Source: an optimization exercise on an open RTL-to-GDS flow (aim: small area). Production flows keep margins and buffers that such runs may drop. The RTL was checked by simulation tests, not by an equivalence proof against the original design. Power and IR drop assume default switching activity.

Design memory_pattern_scanner, start of the top module:
module memory_pattern_scanner
#(
    parameter int PATTERN_MAX = 16
) (
    input  logic                   i_clk,
    input  logic                   i_rst_n,
    input  logic                   i_in_valid,
    output logic                   o_in_ready,
    input  mps_pkg::t_byte             i_in_data_byte,
    input  logic                   i_in_last_byte,
    output logic                   o_out_valid,
    input  logic                   i_out_ready,
    output mps_pkg::t_addr             o_out_match_address,
    input  logic                   i_cfg_we,
    input  logic [mps_pkg::CFG_INDEX_W-1:0] i_cfg_index,
    input  logic [mps_pkg::CFG_DATA_W-1:0]  i_cfg_data
);
Size: ~1000 cells after synthesis, roughly 300 flip-flops, about 150 I/O pins.
export LEC_CHECK = 0
export CAP_MARGIN = 20
export CORE_MARGIN = 2
export CORE_UTILIZATION = 65
export GPL_TIMING_DRIVEN = 0
export SLEW_MARGIN = 20
export SYNTH_HIERARCHICAL = 1
create_clock -name core_clock -period 8.0 [get_ports {i_clk}]
standard.sh (not shown) runs the stock make flow with config.mk's settings and CLKGATE_MAP_FILE= SYNTH_SCRIPT=/design/flow/synth_recipe.tcl, a recipe that flattens the netlist after the stock synthesis.
==> flow/flow/run.sh <==
#!/bin/bash
# The standard layout with these changes:
#  - synthesis maps logic with an area-minded ABC script (abc.script here)
#    in place of ORFS's speed script; everything else in synthesis, and so
#    every register, is as in the standard synthesis;
#  - the port buffers are buf_1;
#  - the clock tree uses clkbuf_8 in larger clusters and no dummy loads.
# Each tool's output stays in orfs/logs; make's own output goes to
# flow_make.log here.
set -euo pipefail
here=$(pwd)
rm -rf "$here/scripts"
cp -r "$FLOW_HOME/scripts" "$here/scripts"
cp "$here/flow/abc.script" "$here/scripts/abc_speed.script"
export BUFFER_PORTS_ARGS="-buffer_cell sky130_fd_sc_hd__buf_1"
export CTS_ARGS="-sink_clustering_enable -repair_clock_nets -dont_use_dummy_load -buf_list sky130_fd_sc_hd__clkbuf_8 -sink_clustering_size 16 -sink_clustering_max_diameter 80"
bash standard.sh SCRIPTS_DIR="$here/scripts" finish > flow_make.log 2>&1
==> flow/flow/abc.script <==
&get -n
&st
&dch
&nf -R 1000
&st
&syn4
&dch
&nf -R 1000
&st
&syn4
&dch
&nf -R 1000
&put
topo
dnsize -c
==> next run, changes <==
--- a/flow/config.mk
+++ b/flow/config.mk
@@ -11 +10,0 @@
-export GPL_TIMING_DRIVEN = 0
Outcome:
- maximum frequency grows by about 2.5%
- design area shrinks by about 0.7%
- power stays flat
- final cell count grows by 0.57%
==> next run, changes <==
--- a/flow/flow/run.sh
+++ b/flow/flow/run.sh
@@ -6,2 +6,3 @@
-#  - the port buffers are buf_1;
-#  - the clock tree uses clkbuf_8 in larger clusters and no dummy loads.
+#  - the port buffers are buf_1, but buf_4 on inputs with a fanout over 10
+#    (flow/upsize_inputs.tcl, sourced after buffer_ports);
+#  - the clock tree uses clkbuf_4 in small clusters and no dummy loads.
@@ -14,0 +16 @@
+sed -i 's|^\( *\)buffer_ports {\*}\[env_var_or_empty BUFFER_PORTS_ARGS\]|&\n\1source '"$here"'/flow/upsize_inputs.tcl|' "$here/scripts/global_place.tcl"
@@ -16 +18 @@
-export CTS_ARGS="-sink_clustering_enable -repair_clock_nets -dont_use_dummy_load -buf_list sky130_fd_sc_hd__clkbuf_8 -sink_clustering_size 16 -sink_clustering_max_diameter 80"
+export CTS_ARGS="-sink_clustering_enable -repair_clock_nets -dont_use_dummy_load -buf_list sky130_fd_sc_hd__clkbuf_4 -sink_clustering_size 10 -sink_clustering_max_diameter 50"
==> flow/flow/upsize_inputs.tcl (new file) <==
# After the port buffers go in: an input buffer whose net fans out to many
# pins becomes a buf_4 at once, in place of a buf_1 and a repair buffer.
foreach inst [get_cells input*] {
  set out [get_pins -of_objects $inst -filter "direction==output"]
  set net [get_nets -of_objects $out]
  set fo [llength [get_pins -of_objects $net -filter "direction==input"]]
  if { $fo > 10 } {
    puts "upsize_inputs: [get_full_name $inst] drives $fo pins"
    replace_cell $inst sky130_fd_sc_hd__buf_4
  }
}
What happened: Wire length fell slightly; fmax rose by a few percent; hold slack degrades by 0.0078 ns; power went down slightly; non-clock buffer count shrinks by 9; flip-flop and latch count stays the same; register-to-register slack improves by 0.13 ns; synthesized cell count is unchanged; sequential share of layout area goes up by 0.29 points; core utilization goes down by 0.47 points; via count goes up slightly.

* * *

Setup of red:
Another version of the RTL of memory_pattern_scanner (not shown whole).
Size: about 960 cells after synthesis, about 150 I/O pins, ~12000 sq um of cells after synthesis.
clock: 8.0 ns
lec_check: 0
cap_margin: 20
core_margin: 2
core_utilization: 85
place_density: 0.9
slew_margin: 20
==> flow/flow/run.sh <==
#!/bin/bash
# The standard layout with these changes:
#  - synthesis maps logic with an area-minded ABC script (abc.script here)
#    in place of ORFS's speed script; everything else in synthesis, and so
#    every register, is as in the standard synthesis;
#  - the port buffers are buf_1;
#  - the clock tree uses clkbuf_8 in larger clusters and no dummy loads.
# Each tool's output stays in orfs/logs; make's own output goes to
# flow_make.log here.
set -euo pipefail
here=$(pwd)
rm -rf "$here/scripts"
cp -r "$FLOW_HOME/scripts" "$here/scripts"
cp "$here/flow/abc.script" "$here/scripts/abc_speed.script"
export BUFFER_PORTS_ARGS="-buffer_cell sky130_fd_sc_hd__buf_1"
export CTS_ARGS="-sink_clustering_enable -repair_clock_nets -dont_use_dummy_load -buf_list sky130_fd_sc_hd__clkbuf_8 -sink_clustering_size 16 -sink_clustering_max_diameter 80"
bash standard.sh SCRIPTS_DIR="$here/scripts" finish > flow_make.log 2>&1
==> flow/flow/abc.script <==
&get -n
&st
&dch
&nf -R 1000
&st
&syn2
&if -g -K 6
&synch2
&nf -R 1000
&st
&syn2
&if -g -K 6
&synch2
&nf -R 1000
&st
&syn2
&if -g -K 6
&synch2
&nf -R 1000
&put
topo
dnsize -c
### red -> blue
Settings: swapping 0.9 for 0.8 in PLACE_DENSITY; swapping 85 for 75 in CORE_UTILIZATION.
### Flow results
The final reports for blue and red show global-route usage lower in the former.
Compared to red, the routing of blue uses less wire.
blue leaves more setup margin than red.
Compared with red, global-route wire length before repair in blue decreased by more than 10%.
The inputs of green differ from those of blue as listed below.
Settings: removing PLACE_DENSITY (formerly 0.8); changing CORE_UTILIZATION from 75 to 65.
==> flow/flow/run.sh <==
#!/bin/bash
# The standard layout, with small port buffers and a clock tree of few small
# buffers and no dummy loads. Each tool's output stays in orfs/logs; make's
# own output goes to flow_make.log here.
set -euo pipefail
export BUFFER_PORTS_ARGS="-buffer_cell sky130_fd_sc_hd__buf_1"
export CTS_ARGS="-sink_clustering_enable -repair_clock_nets -dont_use_dummy_load -buf_list sky130_fd_sc_hd__clkbuf_16 -sink_clustering_size 36 -sink_clustering_max_diameter 60"
bash standard.sh > flow_make.log 2>&1
removed: flow/flow/abc.script
[summary]
Sort blue and green by design area desc -> top: green
Per the comparison of green with blue, met1 capacity usage during global routing shrank by 4.2 points; post-detailed-placement cell area shows an increase of 1.9%; global-route total usage across every layer fell 1.6 points; switching power total went up about 6.6%; clock skew now sits lower.
Summary — non-filler instance count after layout, green relative to blue: higher, by 4.3%.
green vs. blue: relative contribution of combinational cells to total power went down by 0.8 points.
Layout overhead on the synthesized area, blue and green: larger value in green

## afterwards: timing with drivers on the ports
Ports are ideal in the flow. The routed layouts listed here were re-timed in OpenROAD.
Step 1: set_driving_cell puts a clkbuf_16 on i_clk and a buf_2 on each other input, an assumption about the parent block.
Step 2 adds t to the input delays and takes it off the output delays; t is the mean of the earliest and latest rising clock arrival at the registers after step 1. Input paths then give back, and output paths get back, about the clock's delay inside the block.
Three values: no drivers, after step 1, after step 2; two values: the first two.
run | t, ns | slack for setup (ns) | clock arrival spread, ns | slew at the worst register clock pin (ns) | cell pins on the clock port's net
the first run of note 1 | 0.573 | 2.466 / 2.485 / 1.912 | 0.034 / 0.034 | 0.10 / 0.10 | 1
the second run of note 1 | 0.578 | 2.600 / 2.620 / 2.042 | 0.048 / 0.049 | 0.10 / 0.10 | 1
the third run of note 1 | 0.676 | 2.787 / 2.802 / 2.126 | 0.045 / 0.046 | 0.11 / 0.11 | 1
red | 0.589 | 2.577 / 2.598 / 2.008 | 0.029 / 0.029 | 0.11 / 0.11 | 1
blue | 0.567 | 3.049 / 3.066 / 2.499 | 0.051 / 0.050 | 0.10 / 0.10 | 1
green | 0.550 | 3.297 / 3.318 / 2.768 | 0.048 / 0.048 | 0.10 / 0.10 | 1
After both steps every run listed still meets setup and hold. The setup slack of the third run of note 1, which loses most, moves by +0.015 ns with the drivers and by -0.661 ns with both steps.
